From an optimization exercise on the open Yosys and OpenROAD flow, aimed at small area, a short achievable clock period and few clock cycles per item; shortcuts taken in it are not production practice.
No functional check of the RTL was part of any run shown here.
Power figures rest on the tool's default switching activity, not on a simulated workload.

==> flow/design.v <==
package alu_pkg;
    localparam logic [1:0] ALUOP_ADD   = 2'b00;
    localparam logic [1:0] ALUOP_SUB   = 2'b01;
    localparam logic [1:0] ALUOP_RTYPE = 2'b10;
    localparam logic [1:0] ALUOP_ITYPE = 2'b11;
    localparam logic [6:0] F7_BASE   = 7'b0000000;
    localparam logic [6:0] F7_ALT    = 7'b0100000;
    localparam logic [6:0] F7_MULDIV = 7'b0000001;
    localparam logic [2:0] PH_IDLE = 3'd0;   
    localparam logic [2:0] PH_MUL  = 3'd1;   
    localparam logic [2:0] PH_D1   = 3'd2;   
    localparam logic [2:0] PH_D2   = 3'd3;   
    localparam logic [2:0] PH_DIV  = 3'd4;   
    localparam logic [2:0] PH_FIN  = 3'd5;   
endpackage
module alu_iter #(
    parameter int XLEN = 32
) (
    input  logic            clk,
    input  logic            rst,
    input  logic            in_valid,
    output logic            in_ready,
    input  logic [XLEN-1:0] read_data1,
    input  logic [XLEN-1:0] read_data2,
    input  logic [XLEN-1:0] imm,
    input  logic            ALUSrc,
    input  logic [1:0]      ALUOp,
    input  logic [2:0]      funct3,
    input  logic [6:0]      funct7,
    output logic            out_valid,
    input  logic            out_ready,
    output logic [XLEN-1:0] ALU_result,
    output logic            zero,
    output logic            illegal
);
    logic [2:0]  ph_q;           
    logic        out_valid_q;
    logic        illegal_q;
    logic [31:0] lo_q;           
    logic [31:0] hi_q;           
    logic [4:0]  cnt_q;          
    logic        pb_q;           
    logic [31:0] op_a, op_b;
    assign op_a = read_data1;
    assign op_b = ALUSrc ? imm : read_data2;
    logic is_r, is_i, base_tab, alt, md;
    assign is_r     = (ALUOp == alu_pkg::ALUOP_RTYPE);
    assign is_i     = (ALUOp == alu_pkg::ALUOP_ITYPE);
    assign base_tab = is_i || (is_r && funct7 == alu_pkg::F7_BASE);
    assign alt      = is_r && (funct7 == alu_pkg::F7_ALT);
    assign md       = is_r && (funct7 == alu_pkg::F7_MULDIV);
    logic op_add, op_sub, op_sll, op_slt, op_sltu, op_xor, op_srl, op_sra, op_or, op_and;
    logic op_ill, op_mul, op_div;
    assign op_add  = (ALUOp == alu_pkg::ALUOP_ADD) || (base_tab && funct3 == 3'd0);
    assign op_sub  = (ALUOp == alu_pkg::ALUOP_SUB) || (alt && funct3 == 3'd0);
    assign op_sll  = base_tab && funct3 == 3'd1;
    assign op_slt  = base_tab && funct3 == 3'd2;
    assign op_sltu = base_tab && funct3 == 3'd3;
    assign op_xor  = base_tab && funct3 == 3'd4;
    assign op_srl  = base_tab && funct3 == 3'd5 && !(is_i && imm[10]);
    assign op_sra  = (base_tab && funct3 == 3'd5 && is_i && imm[10]) || (alt && funct3 == 3'd5);
    assign op_or   = base_tab && funct3 == 3'd6;
    assign op_and  = base_tab && funct3 == 3'd7;
    assign op_mul  = md && !funct3[2];
    assign op_div  = md && funct3[2];
    assign op_ill  = is_r && !(funct7 == alu_pkg::F7_BASE || funct7 == alu_pkg::F7_MULDIV ||
                               (funct7 == alu_pkg::F7_ALT && (funct3 == 3'd0 || funct3 == 3'd5)));
    logic mul_as, mul_ub, mul_hi;
    assign mul_as = funct3[1] ^ funct3[0];       
    assign mul_ub = funct3[1];                   
    assign mul_hi = funct3[1] | funct3[0];       
    logic div_rem, a_neg, b_neg, div_fix, b_zero;
    assign div_rem = funct3[1];
    assign a_neg   = !funct3[0] && op_a[31];
    assign b_neg   = !funct3[0] && op_b[31];
    assign div_fix = div_rem ? a_neg : (a_neg ^ b_neg);
    assign b_zero  = (op_b == 32'd0);
    logic [31:0] b_cmp;
    logic [4:0]  i0;
    assign b_cmp = b_neg ? ~op_b : op_b;
    always_comb begin
        i0 = 5'd31;
        for (int k = 0; k < 31; k++)
            if (b_cmp[k]) i0 = 5'(31 - k);
    end
    logic in_idle, in_mul, in_d1, in_d2, in_div, in_fin;
    assign in_idle = (ph_q == alu_pkg::PH_IDLE);
    assign in_mul  = (ph_q == alu_pkg::PH_MUL);
    assign in_d1   = (ph_q == alu_pkg::PH_D1);
    assign in_d2   = (ph_q == alu_pkg::PH_D2);
    assign in_div  = (ph_q == alu_pkg::PH_DIV);
    assign in_fin  = (ph_q == alu_pkg::PH_FIN);
    logic quick, start_mul, start_div;
    assign quick     = !(op_mul || (op_div && !b_zero));
    assign start_mul = in_idle && op_mul;
    assign start_div = in_idle && op_div && !b_zero;
    logic mul_last15, mul_more, div_last;
    assign mul_more   = mul_ub && op_b[31];           
    assign mul_last15 = in_mul && (cnt_q == 5'd15);
    assign div_last   = in_div && (cnt_q == 5'd0);
    logic free, done, accept;
    assign free   = !out_valid_q || out_ready;
    assign done   = (in_idle && quick) || (mul_last15 && !mul_more) || (in_mul && cnt_q == 5'd16) ||
                    (div_last && !div_fix) || in_fin;
    assign in_ready = free && done;
    assign accept   = in_valid && in_ready;
    logic b1, b0, bm, bneg, btwo, bone;
    always_comb begin
        if (in_idle) begin
            b1 = op_b[1]; b0 = op_b[0]; bm = 1'b0;
        end else if (cnt_q == 5'd16) begin
            b1 = 1'b0; b0 = 1'b0; bm = pb_q;
        end else begin
            b1 = lo_q[1]; b0 = lo_q[0]; bm = pb_q;
        end
    end
    assign bneg = b1 && !(b0 && bm);
    assign bone = b0 ^ bm;
    assign btwo = (b1 && !b0 && !bm) || (!b1 && b0 && bm);
    logic [34:0] xv, yv, t;
    logic        xinv, yinv, cin;
    logic [34:0] a_ext;
    assign a_ext = {{3{mul_as && op_a[31]}}, op_a};
    always_comb begin
        xv = '0; yv = '0; xinv = 1'b0; yinv = 1'b0;
        if (in_idle) begin
            if (op_mul) begin
                yv   = btwo ? {a_ext[33:0], 1'b0} : (bone ? a_ext : '0);
                yinv = bneg;
            end else if (op_div) begin
                xv   = {3'b000, op_a};
                xinv = a_neg && !b_zero;
            end else begin
                xv   = {{3{op_slt && op_a[31]}}, op_a};
                yv   = {{3{op_slt && op_b[31]}}, op_b};
                yinv = op_sub || op_slt || op_sltu;
            end
        end else if (in_mul) begin
            xv   = {{3{hi_q[31]}}, hi_q};
            yv   = btwo ? {a_ext[33:0], 1'b0} : (bone ? a_ext : '0);
            yinv = bneg;
        end else if (in_div) begin
            xv   = {2'b00, hi_q, lo_q[31]};
            yv   = {{3{b_neg}}, op_b};
            yinv = !b_neg;
        end else begin
            xv   = {3'b000, div_rem ? hi_q : lo_q};
            xinv = 1'b1;
        end
    end
    assign cin = xinv | yinv;
    logic [35:0] sum36;
    assign sum36 = {xv ^ {35{xinv}}, 1'b1} + {yv ^ {35{yinv}}, cin};
    assign t     = sum36[35:1];
    logic [31:0] sh_src, sh_l, sh_out;
    logic [30:0] sh_h;
    logic [4:0]  sh_s;
    logic        sh_left;
    assign sh_src  = (in_d1 || in_d2) ? lo_q : op_a;
    assign sh_left = in_d2 || (!in_d1 && op_sll);
    always_comb begin
        if (sh_left) begin
            sh_h = sh_src[31:1];
            sh_l = {sh_src[0], 31'd0};
        end else if (in_d1) begin
            sh_h = '0;
            sh_l = {1'b0, sh_src[31:1]};
        end else begin
            sh_h = {31{op_sra && sh_src[31]}};
            sh_l = sh_src;
        end
        if (in_d1 || in_d2) sh_s = cnt_q;
        else if (op_sll)    sh_s = ~op_b[4:0];
        else                sh_s = op_b[4:0];
    end
    logic [62:0] fs0;
    logic [46:0] fs1;
    logic [38:0] fs2;
    logic [34:0] fs3;
    logic [32:0] fs4;
    assign fs0    = {sh_h, sh_l};
    assign fs1    = sh_s[4] ? fs0[62:16] : fs0[46:0];
    assign fs2    = sh_s[3] ? fs1[46:8]  : fs1[38:0];
    assign fs3    = sh_s[2] ? fs2[38:4]  : fs2[34:0];
    assign fs4    = sh_s[1] ? fs3[34:2]  : fs3[32:0];
    assign sh_out = sh_s[0] ? fs4[32:1]  : fs4[31:0];
    logic [31:0] qres;
    always_comb begin
        qres = '0;
        if (op_add || op_sub || op_div)      qres = t[31:0];    
        if (op_slt || op_sltu)               qres = {31'd0, t[34]};
        if (op_xor)                          qres = op_a ^ op_b;
        if (op_or)                           qres = op_a | op_b;
        if (op_and)                          qres = op_a & op_b;
        if (op_sll || op_srl || op_sra)      qres = sh_out;
        if (op_div && !div_rem)              qres = '1;         
    end
    logic        q_bit;
    logic [31:0] r_nx;
    assign q_bit = !t[34];
    assign r_nx  = q_bit ? t[31:0] : xv[31:0];
    always_ff @(posedge clk or posedge rst) begin
        if (rst) begin
            ph_q        <= alu_pkg::PH_IDLE;
            out_valid_q <= 1'b0;
        end else begin
            out_valid_q <= accept || (out_valid_q && !out_ready);
            if (!in_valid || accept) begin
                ph_q <= alu_pkg::PH_IDLE;
            end else if (free) begin
                case (ph_q)
                    alu_pkg::PH_IDLE: begin
                        if (start_mul)      ph_q <= alu_pkg::PH_MUL;
                        else if (start_div) ph_q <= alu_pkg::PH_D1;
                    end
                    alu_pkg::PH_D1:  ph_q <= alu_pkg::PH_D2;
                    alu_pkg::PH_D2:  ph_q <= alu_pkg::PH_DIV;
                    alu_pkg::PH_DIV: if (cnt_q == 5'd0) ph_q <= alu_pkg::PH_FIN;
                    default: ;
                endcase
            end
        end
    end
    always_ff @(posedge clk) begin
        if (accept) illegal_q <= in_idle && op_ill;
        if (in_valid && free) begin
            case (ph_q)
                alu_pkg::PH_IDLE: begin
                    if (start_mul) begin
                        hi_q  <= t[33:2];
                        lo_q  <= {t[1:0], op_b[31:2]};
                        pb_q  <= op_b[1];
                        cnt_q <= 5'd1;
                    end else if (start_div) begin
                        lo_q  <= t[31:0];
                        cnt_q <= i0;
                    end else begin
                        lo_q  <= op_ill ? 32'd0 : qres;
                    end
                end
                alu_pkg::PH_MUL: begin
                    hi_q  <= t[33:2];
                    pb_q  <= lo_q[1];
                    cnt_q <= cnt_q + 5'd1;
                    if (cnt_q == 5'd16)
                        lo_q <= t[31:0];
                    else if (cnt_q == 5'd15 && mul_hi && !mul_more)
                        lo_q <= t[33:2];
                    else
                        lo_q <= {t[1:0], lo_q[31:2]};
                end
                alu_pkg::PH_D1: hi_q <= sh_out;
                alu_pkg::PH_D2: lo_q <= sh_out;
                alu_pkg::PH_DIV: begin
                    hi_q  <= r_nx;
                    cnt_q <= cnt_q - 5'd1;
                    if (cnt_q == 5'd0 && div_rem && !div_fix)
                        lo_q <= r_nx;
                    else
                        lo_q <= {lo_q[30:0], q_bit};
                end
                default: lo_q <= t[31:0];    
            endcase
        end
    end
    assign out_valid  = out_valid_q;
    assign ALU_result = lo_q;
    assign zero       = (lo_q == 32'd0);
    assign illegal    = illegal_q;
endmodule
==> flow/run.sh <==
#!/bin/bash
# synth_recipe.tcl (not shown) runs the flow's synth.tcl, then flattens the netlist and writes it again
# the make line also repeats each setting of config.mk as NAME=value (left out here)
make -C /OpenROAD-flow-scripts/flow DESIGN_CONFIG=/design/flow/config.mk WORK_HOME=/design/flow/orfs CLKGATE_MAP_FILE= SYNTH_SCRIPT=/design/flow/synth_recipe.tcl finish
==> flow/config.mk <==
export PLATFORM = sky130hd
export DESIGN_NAME = alu_iter
export DESIGN_NICKNAME = alu_iter
export VERILOG_FILES = /design/flow/design.v
export SDC_FILE = /design/flow/constraint.sdc
export NUM_CORES = 4
export LEC_CHECK = 0
export CAP_MARGIN = 20
export CORE_MARGIN = 2
export CORE_UTILIZATION = 40
export SLEW_MARGIN = 20
==> flow/constraint.sdc <==
create_clock -name core_clock -period 8.0 [get_ports {clk}]
set_input_delay 1.6000 -clock core_clock [delete_from_list [all_inputs] [get_ports {clk}]]
set_output_delay 1.6000 -clock core_clock [all_outputs]
set_load 0.01 [all_outputs]
==> results of run 1 <==
## repair_timing
item,CTS,global route
buffers inserted,0,0
setup endpoints to repair,0,3
resized for setup,0,5
## area by class of cell
cell class,count,area (um^2),share of cell area [%]
inverters,84,315,1.47
multi-input cells,2137,14300,66.5
clock inverters,5,86.3,0.402
clock buffers,11,233,1.08
repair buffers,417,3580,16.7
diodes,4,10.0,0.0467
well taps,585,732,3.41
flip-flops and latches,75,2230,10.4
## sequential cells by signal, summed over array words and instances, names as in the netlist
register	flops
illegal_q	1
lo_q	32
pb_q	1
cnt_q	5
hi_q	32
out_valid_q	1
ph_q	3
## cell usage after synthesis, drive strengths merged (12+ instances only)
master	n	share of area, %
mux2i	138	7.9
a22oi	28	1.2
nand4	25	0.89
and3	15	0.53
buf	62	1.9
a311oi	36	1.8
a21o	41	1.8
o21ai	189	5.4
a22o	13	0.65
nor3	50	1.6
o221ai	32	1.6
a221oi	65	3.3
nor2b	15	0.53
mux2	21	1.3
a31oi	42	1.5
inv	80	1.7
nor4	27	1.0
nand2b	16	0.57
nor2	197	4.2
xor2	20	1.0
nand2	272	5.8
clkbuf	162	3.5
o211ai	28	1.2
ha	106	7.5
a211oi	74	3.2
nand3	80	2.3
a21oi	316	9.1
o31ai	12	0.60
xnor2	88	4.4
a221o	14	0.80
edfxtp	71	12
o22ai	43	1.5
## worst max-delay path, stage by stage
cell             delay (ps)
clkdlybuf4s50_1         390
or4_1                   550
or4_1                   610
buf_4                   210
o21ai_4                 220
buf_4                   170
a21oi_1                  40
a311oi_1                320
xnor2_1                 120
ha_1                    340
buf_4                   160
a221oi_1                340
buf_4                   190
a41oi_4                 230
nor2_1                  290
o21ai_1                 120
xnor2_1                 210
o21ai_0                 240
a221oi_1                110
buf_4                   170
a211oi_1                950
o21ai_0                 170
a32oi_1                 240
## logic make-up (layout without fill, tap and decap cells)
family	Yosys count	in the layout	share of synthesized area [%]
xor+xnor	108	108	5.43
buf+inv	308	517	7.14
flops	75	75	12.7
mux	159	159	9.28
fa+ha+maj	108	108	7.78
other cells	0	4	0
compound gates	1032	1032	39.0
simple gates	730	730	18.7
## cells in the final DEF, fill, tap and decap left out, types with 25 or more instances in the layout
master	netlist	routed
a21oi_1	312	310
clkdlybuf4s50_1	0	146
nor4_1	26	26
xnor2_1	87	87
o22ai_1	43	43
o211ai_1	28	28
a211oi_1	72	72
a21o_1	41	41
a31oi_1	42	41
nor2_1	197	191
nor3_1	48	44
nand2_1	272	271
o221ai_1	31	30
a311oi_1	35	35
o21ai_0	169	169
inv_1	80	80
ha_1	106	106
nand3_1	79	79
mux2i_1	137	137
a221oi_1	64	64
buf_4	3	260
a22oi_1	28	28
edfxtp_1	71	71
nand4_1	25	25
## worst max path at each step
| stage | end | slack, ps | depth (start not counted) |
|---|---|---|---|
| 3_3_place_gp | lo_q[24]$_DFFE_PP_ | -10 | 25 |
| 4_1_cts | lo_q[24]$_DFFE_PP_ | 190 | 24 |
| 2_1_floorplan | lo_q[29]$_DFFE_PP_ | 110 | 26 |
| 5_1_grt | lo_q[14]$_DFFE_PP_ | 40 | 27 |
| 3_5_place_dp | lo_q[24]$_DFFE_PP_ | -190 | 24 |
| 6_report | lo_q[10]$_DFFE_PP_ | 210 | 23 |
## power groups by stage
| stage | Clock [mW] | Sequential [mW] | Combinational (mW) |
|---|---|---|---|
| floorplan | 0 | 0.832 | 3.77 |
| global placement | 0 | 0.946 | 6.76 |
| detailed placement | 0 | 0.945 | 6.81 |
| CTS | 0.484 | 0.939 | 6.85 |
| global route | 0.503 | 0.956 | 7.47 |
| finish | 0.488 | 0.966 | 7.14 |
## stage by stage
| stage | utilization (%) | cells | setup TNS (ps) | power (mW) |
|---|---|---|---|---|
| floorplan | - | 2520 | 0 | 4.60 |
| global placement | 48.8 | 3295 | -13.3 | 7.71 |
| detailed placement | 48.9 | 3297 | -263 | 7.75 |
| CTS | 49.6 | 3313 | 0 | 8.27 |
| global route | 49.7 | 3314 | 0 | 8.93 |
| finish | 49.7 | 3318 | 0 | 8.60 |
## routing by layer
metal | vias to the layer above | share of wire (%) | wire, um
li1 | 10045 | - | -
met1 | 11310 | 37 | 41700
met2 | 2167 | 39 | 44100
met3 | 615 | 13 | 14800
met4 | 2 | 11 | 12100
met5 | - | 0.0080 | 9
==> key figures, run 1 <==
Drt
  – WL final: 113,000 um
  – Via Count: between 20k and 25k
  – DRT antenna net count: 0
  – DRC errors left: 0
  – Pre-antenna DRT Iters: 10
  – Vias per cell: between 7 and 8
  – Routed wire length per instance: 34.0 um
  – Iter 0 DRT Violations: 3,752

Timing
  – Pins Over Slew Limit: 0
  – Worst-Margin Slew: around 1300 ps
  – Final setup viols: 0
  – Final Skew: 13.2 ps
  – Fin. Hold Viols: 0
  – Slew HR: about 16%
  – Fin crit share: between 90% and 100%
  – Hold slack final: 729 ps
  – RSZ-0062 raised after global routing: no
  – Fmax achieved: ~130 MHz
  – Tmin final: between 7000 and 8000 ps
  – Setup ws final: between 200 and 250 ps

Synth
  – Flops & latches, synth: 75
  – Cell area after synthesis: approximately 18,000 um^2
  – Mapped Avg Cell Area: 6.97 um^2
  – Post-synth ARST share: ~5.3%
  – Synth cell types: 90
  – Ys flop type: edfxtp_1
  – Total nets after synthesis: 2,741
  – Synth Warn #: 1
  – Cell count after synthesis: between 2k and 3k
  – Seq/Total Area, Yosys: between 10 and 15%
  – EDFF count, synth: 71

Min path
  – Hold endpoint: out_valid_q$_DFF_PP0_
  – Hold path depth: 2
  – Min-delay src: out_valid_q$_DFF_PP0_
  – HP Class: reg2reg

Global routing
  – Grt met1 use: slightly above 60%
  – Vias in the first global route: around 22k
  – Global-route wire length before repair: 158,000 um
  – Initial antenna violation count: 3
  – Gr busiest metal: met2
  – Global routing usage on met3: between 10% and 20%
  – Pin count of the biggest net entering global routing: 52
  – Total gr overflow: 0
  – Met2 GRT Util: roughly two thirds
  – Gr usage total: around half

Critical path
  – Worst Reg2Reg Path Length in Cells: 22
  – CP max FO: 6
  – Startpoint types: input port
  – FF-to-FF End: lo_q[24]$_DFFE_PP_
  – WS Path Type: in2reg
  – Critical path data arrival time: about 8000 ps
  – R2R Setup Slk: between 800 and 900 ps
  – Worst r2r src: ph_q[1]$_DFFE_PP0P_
  – Worst Setup SP: funct7[3]
  – Worst path required time: between 8000 and 9000 ps
  – Capturing element type of the critical path: register

Die
  – Core Box Area: about 43,000 um^2
  – Starting Density: between 40 and 50%
  – # IOs: 149
  – Die area: between 40,000 and 50,000 um^2
  – Die Wd: approximately 210 um
  – Die H: ~210 um
  – Site Rows: 76

Placement
  – Post-DP Area: about 21,000 um^2
  – RePlAce Congestion: between 1 and 1.5
  – Number of port buffers: 148
  – Dpl ws: -189 ps
  – Hpwl dp: 87,100 um

Power and ir drop
  – Sw power: ~4.8 mW
  – Combinational Power Share: 83.1%
  – Clock Power Share: between 5 and 6%
  – P_leak: 8.57 nW
  – Switching share of total power: between 50 and 60%
  – Peak supply drop: around 400 uV
  – PD cells: 401 nW/um^2
  – Reg power frac: 11.2%
  – Int Power: around 3.8 mW

Clocking
  – CTS tree: done
  – Cts bufs inserted: 9
  – Hold Buf Count CTS: 0
  – Clock transition at the registers of the reported paths: ~70 ps
  – Number of H-tree levels: 3
  – CTS root buf: clkbuf_16
  – Longest Clk Path Bufs: 2
  – Later-pin clock latency in the skew report: 380 ps
  – Clock sink total: 75

Finish
  – Fin nets: 2,945
  – Fin area: 21,500 um^2
  – P&R area growth vs syn: 22.1%
  – Fillers: between 4k and 5k
  – Share of cells above drive strength 1: a little over an eighth

Run
  – MaxCap Viol Count: 0

Status
  – Status: no timing/DRC/antenna violations
==> inputs of run 2 (changes only) <==
--- a/flow/config.mk
+++ b/flow/config.mk
@@ -8,4 +8,5 @@
 export CAP_MARGIN = 20
 export CORE_MARGIN = 2
 export CORE_UTILIZATION = 40
+export SETUP_SLACK_MARGIN = 2.5
 export SLEW_MARGIN = 20
==> key figures, run 2 <==
Synth
  – Synth Area in Compound Gates: 39.0% (unchanged)
  – Post-Synth Adder-Cell Area: 7.78% (unchanged)
  – Yosys top cell by area: edfxtp_1 (unchanged)
  – Most instantiated cells after synthesis: a21oi_1, nand2_1, nor2_1 (unchanged)
  – Post-synthesis mux area share: 9.28% (unchanged)
  – XOR/XNOR Fraction of Synth Area: 5.43% (unchanged)
  – EDFF count, synth: 71 (unchanged)
  – Top cells by area, synth: edfxtp_1, a21oi_1, mux2i_1, ha_1, nand2_1 (unchanged)
  – Cell count after synthesis: 2,520 (unchanged)
  – Synth top area share: 12.1% (unchanged)
  – Cell area after synthesis: 17,600 um^2 (unchanged)
  – Mapped Avg Cell Area: 6.97 um^2 (unchanged)
  – Synth Warn #: 1 (unchanged)
  – Count leader, synth: a21oi_1 (unchanged)
  – Ys flop type: edfxtp_1 (unchanged)
  – Main combinational cell family by area after synthesis: compound AO/OA/AOI/OAI gates (unchanged)
  – Flops & latches, synth: 75 (unchanged)
  – Post-synth ARST share: 5.33% (unchanged)
  – Post-synthesis simple-gate area fraction: 18.7% (unchanged)
  – Synth cell types: 90 (unchanged)
  – Total nets after synthesis: 2,741 (unchanged)
  – Seq/Total Area, Yosys: 12.7% (unchanged)

Die
  – Die area: 45,600 um^2 (unchanged)
  – Core Box Area: 43,200 um^2 (unchanged)
  – # IOs: 149 (unchanged)
  – Die H: 214 um (unchanged)
  – Starting Density: 40.7% (unchanged)
  – Site Rows: 76 (unchanged)
  – Die Wd: 214 um (unchanged)

Clocking
  – Longest Clk Path Bufs: 2 (unchanged)
  – CTS tree: done (unchanged)
  – Number of H-tree levels: 3 (unchanged)
  – Clock sink total: 75 (unchanged)
  – Later-pin clock latency in the skew report: 400 ps (was 380 ps)
  – Hold Buf Count CTS: 0 (unchanged)
  – Cts bufs inserted: 9 (unchanged)
  – CTS root buf: clkbuf_16 (unchanged)
  – Clock transition at the registers of the reported paths: 80 ps (was 70 ps)

Power and ir drop
  – Combinational Power Share: 85.6% (was 83.1%)
  – Sw power: 5.60 mW (was 4.81 mW)
  – Clock Power Share: 4.5% (was 5.7%)
  – Int Power: 4.90 mW (was 3.79 mW)
  – Peak supply drop: 336 uV (was 398 uV)
  – Reg power frac: 9.9% (was 11.2%)
  – P_leak: 9.28 nW (was 8.57 nW)
  – PD cells: 447 nW/um^2 (was 401 nW/um^2)
  – Switching share of total power: 53.3% (was 55.9%)

Global routing
  – Vias in the first global route: 22.7k (was 22.0k)
  – Global-route wire length before repair: 166,000 um (was 158,000 um)
  – Initial antenna violation count: 7 (was 3)
  – Gr usage total: 51.1% (was 48.5%)
  – Pin count of the biggest net entering global routing: 64 (was 52)
  – Total gr overflow: 0 (unchanged)

Timing
  – Slew HR: 20.4% (was 15.6%)
  – Worst-Margin Slew: 1190 ps (was 1260 ps)
  – Pins Over Slew Limit: 0 (unchanged)
  – RSZ-0062 raised after global routing: yes (was no)
  – Fin crit share: 87.9% (was 97.4%)
  – Final setup viols: 0 (unchanged)
  – Setup_tns: 0 ps (unchanged)
  – Setup ws final: 967 ps (was 210 ps)
  – Final Skew: 11.3 ps (was 13.2 ps)
  – Tmin final: 7030 ps (was 7790 ps)
  – Fin. Hold Viols: 0 (unchanged)
  – Hold slack final: 684 ps (was 729 ps)
  – Fmax achieved: 142 MHz (was 128 MHz)

Drt
  – DRC errors left: 0 (unchanged)
  – DRT antenna net count: 0 (unchanged)
  – Routed wire length per instance: 35.5 um (was 34.0 um)
  – Via Count: 25.0k (was 24.1k)
  – Vias per cell: 7.40 (was 7.28)
  – Iter 0 DRT Violations: 4,432 (was 3,752)
  – Pre-antenna DRT Iters: 9 (was 10)
  – WL final: 120,000 um (was 113,000 um)

Critical path
  – WS Path Type: in2reg (unchanged)
  – CP Cell Sequence: buf_6 -> or4_4 -> or4_4 -> nor3_4 -> nor2_4 -> o31a_4 -> xnor2_4 -> fa_2 -> a21o_1 -> a21oi_4 -> o21ai_2 -> a31o_2 -> a221o_1 -> a22o_4 -> a21oi_4 -> buf_4 -> a2bb2oi_2 -> xor2_2 -> nor2_1 -> a21oi_1 -> o21ai_1 -> a211o_1 -> o21ai_1 -> a21oi_1 (was clkdlybuf4s50_1 -> or4_1 -> or4_1 -> buf_4 -> o21ai_4 -> buf_4 -> a21oi_1 -> a311oi_1 -> xnor2_1 -> ha_1 -> buf_4 -> a221oi_1 -> buf_4 -> a41oi_4 -> nor2_1 -> o21ai_1 -> xnor2_1 -> o21ai_0 -> a221oi_1 -> buf_4 -> a211oi_1 -> o21ai_0 -> a32oi_1)
  – CP max FO: 5 (was 6)
  – Top delay family on crit path: compound AO/OA/AOI/OAI gates (unchanged)
  – Critical path depth: 24 (was 23)
  – WP buf/inv: 2 (was 6)
  – Startpoint types: input port (unchanged)
  – Worst Reg2Reg Path Length in Cells: 27 (was 22)
  – Worst path required time: 8150 ps (was 8210 ps)
  – Largest stage delay, worst path: 560 ps (was 950 ps)
  – Capturing element type of the critical path: register (unchanged)
  – Critical path data arrival time: 7180 ps (was 8000 ps)
  – Slowest stage cell, crit path: or4_4 (was a211oi_1)

Run
  – MaxCap Viol Count: 0 (unchanged)

Placement
  – Hpwl dp: 85,100 um (was 87,100 um)
  – Number of port buffers: 148 (unchanged)
  – RePlAce Congestion: 1.11 (was 1.10)
  – Dpl ws: 133 ps (was -189 ps)

Status
  – Status: no timing/DRC/antenna violations (unchanged)

Finish
  – P&R area growth vs syn: 33.7% (was 22.1%)
  – Commonest non-fill, non-tap cell in the layout: a21oi_1 (unchanged)
  – Share of cells above drive strength 1: 21.1% (was 13.4%)
  – Seq. cell area: 2230 um^2 (unchanged)
  – Biggest regs: hi_q x32, lo_q x32, cnt_q x5 (unchanged)
  – Most frequent cells in the layout: a21oi_1, buf_4, nand2_1 (was a21oi_1, nand2_1, buf_4)
  – Fin util: 54.4% (was 49.7%)
  – Fin nets: 3,010 (was 2,945)
  – Area of the multi-input gates: 15,400 um^2 (was 14,300 um^2)
  – Fillers: 4,198 (was 4,409)

Min path
  – HP Class: reg2reg (unchanged)
  – Hold path depth: 2 (unchanged)
==> run 2: metal layers <==
layer,up-vias,wire (um),global-route usage (%)
li1,10178,-,-
met5,-,48,0
met2,2431,45900,69.9
met3,703,19100,20.1
met4,8,11300,38.0
met1,11705,43800,64.2
==> run 2: worst register-to-register path: stages, from the launching register on <==
cell,delay (ps)
dfrtp_1,840
or3_2,590
buf_4,540
nor3_4,80
buf_4,160
buf_8,160
buf_6,190
a211oi_1,930
xnor2_1,150
ha_1,340
a21oi_1,150
nor2b_1,60
o21ai_1,170
nand2b_1,120
a211oi_2,240
nor3_2,60
o21ai_1,140
a31oi_1,140
buf_4,170
a21oi_4,130
buf_12,160
buf_12,170
nor2_1,60
a21oi_1,170
o21ai_1,100
a211o_1,310
o21ai_1,120
a21oi_1,80
==> run 2: power groups by stage <==
stage	combinational, mW	sequential, mW	clock (mW)
2_1_floorplan	3.95	0.831	0
3_3_place_gp	6.61	1.00	0
3_5_place_dp	6.63	1.00	0
4_1_cts	7.55	0.993	0.472
5_1_grt	9.29	1.02	0.483
6_report	8.99	1.04	0.477
==> run 2: cell families after synthesis <==
family,after synthesis
AO/OA/AOI/OAI,1032
AND/OR/NAND/NOR,730
buffers and inverters,308
multiplexers,159
XOR/XNOR,108
adder cells (fa/ha/maj),108
flip-flops,75
==> run 2: final timing paths <==
kind	to	from	slack [ps]
setup / recovery	lo_q[29]$_DFFE_PP_	funct7[4]	970
hold / removal	out_valid_q$_DFF_PP0_	out_valid_q$_DFF_PP0_	680
setup reg to reg	lo_q[29]$_DFFE_PP_	ph_q[1]$_DFFE_PP0P_	1200
hold reg to reg	out_valid_q$_DFF_PP0_	out_valid_q$_DFF_PP0_	680
max in group asynchronous	ph_q[2]$_DFFE_PP0P_	rst	6450
min in group asynchronous	out_valid_q$_DFF_PP0_	rst	1390
==> run 2: final cells by class <==
cell class                 instances  area share [%]
clock buffer                       9           0.959
sequential                        75            9.50
timing repair buffer             482            19.3
inverter                          84            1.35
multi-input combinational       2137            65.4
tap                              585            3.12
clock inverter                     7           0.314
antenna                            4          0.0426
==> run 2: per-stage QoR <==
step                      cells  cell area [um^2]  power (mW)
after global placement     3265             21100        7.62
after CTS                  3339             22500        9.02
after global routing       3379             23500        10.8
final                      3383             23500        10.5
after floorplan            2520             17900        4.78
after detailed placement   3265             21100        7.63
==> run 2: what timing repair did <==
action,CTS,global route
endpoints found under the setup margin,65,65
resized for setup,112,150
gates cloned,7,1
setup buffers,51,39
pin swaps,47,63

[what the ideal ports hide]
The results above use ideal ports. As a check the final layouts listed here were re-extracted and re-timed, cells and wires unchanged.
Step 1 (the two cells are an assumption about what drives the block):
set clk [get_ports {clk}]
set_driving_cell -lib_cell sky130_fd_sc_hd__clkbuf_16 $clk
set_driving_cell -lib_cell sky130_fd_sc_hd__buf_2 [delete_from_list [all_inputs] $clk]
Step 2 times the ports against the registers' clock, not the clock port: input delays grow and output delays shrink by t, the midpoint of the rising clock arrivals with the driver on.
Three values: ideal ports, drivers, drivers and shift; two values: the first two.
| run | shift t [ns] | setup WS [ns] | worst register clock-pin slew, ns | pins driven straight from the clock port |
|---|---|---|---|---|
| run 1 | 0.428 | 0.210 / 0.240 / -0.188 | 0.08 / 0.08 | 1 |
| run 2 | 0.455 | 0.967 / 0.995 / 0.540 | 0.08 / 0.08 | 1 |
With both steps, setup timing fails in run 1, where it was met with ideal ports. For run 2, which loses most, drivers alone change the setup slack by +0.028 ns; drivers and shift together by -0.427 ns.
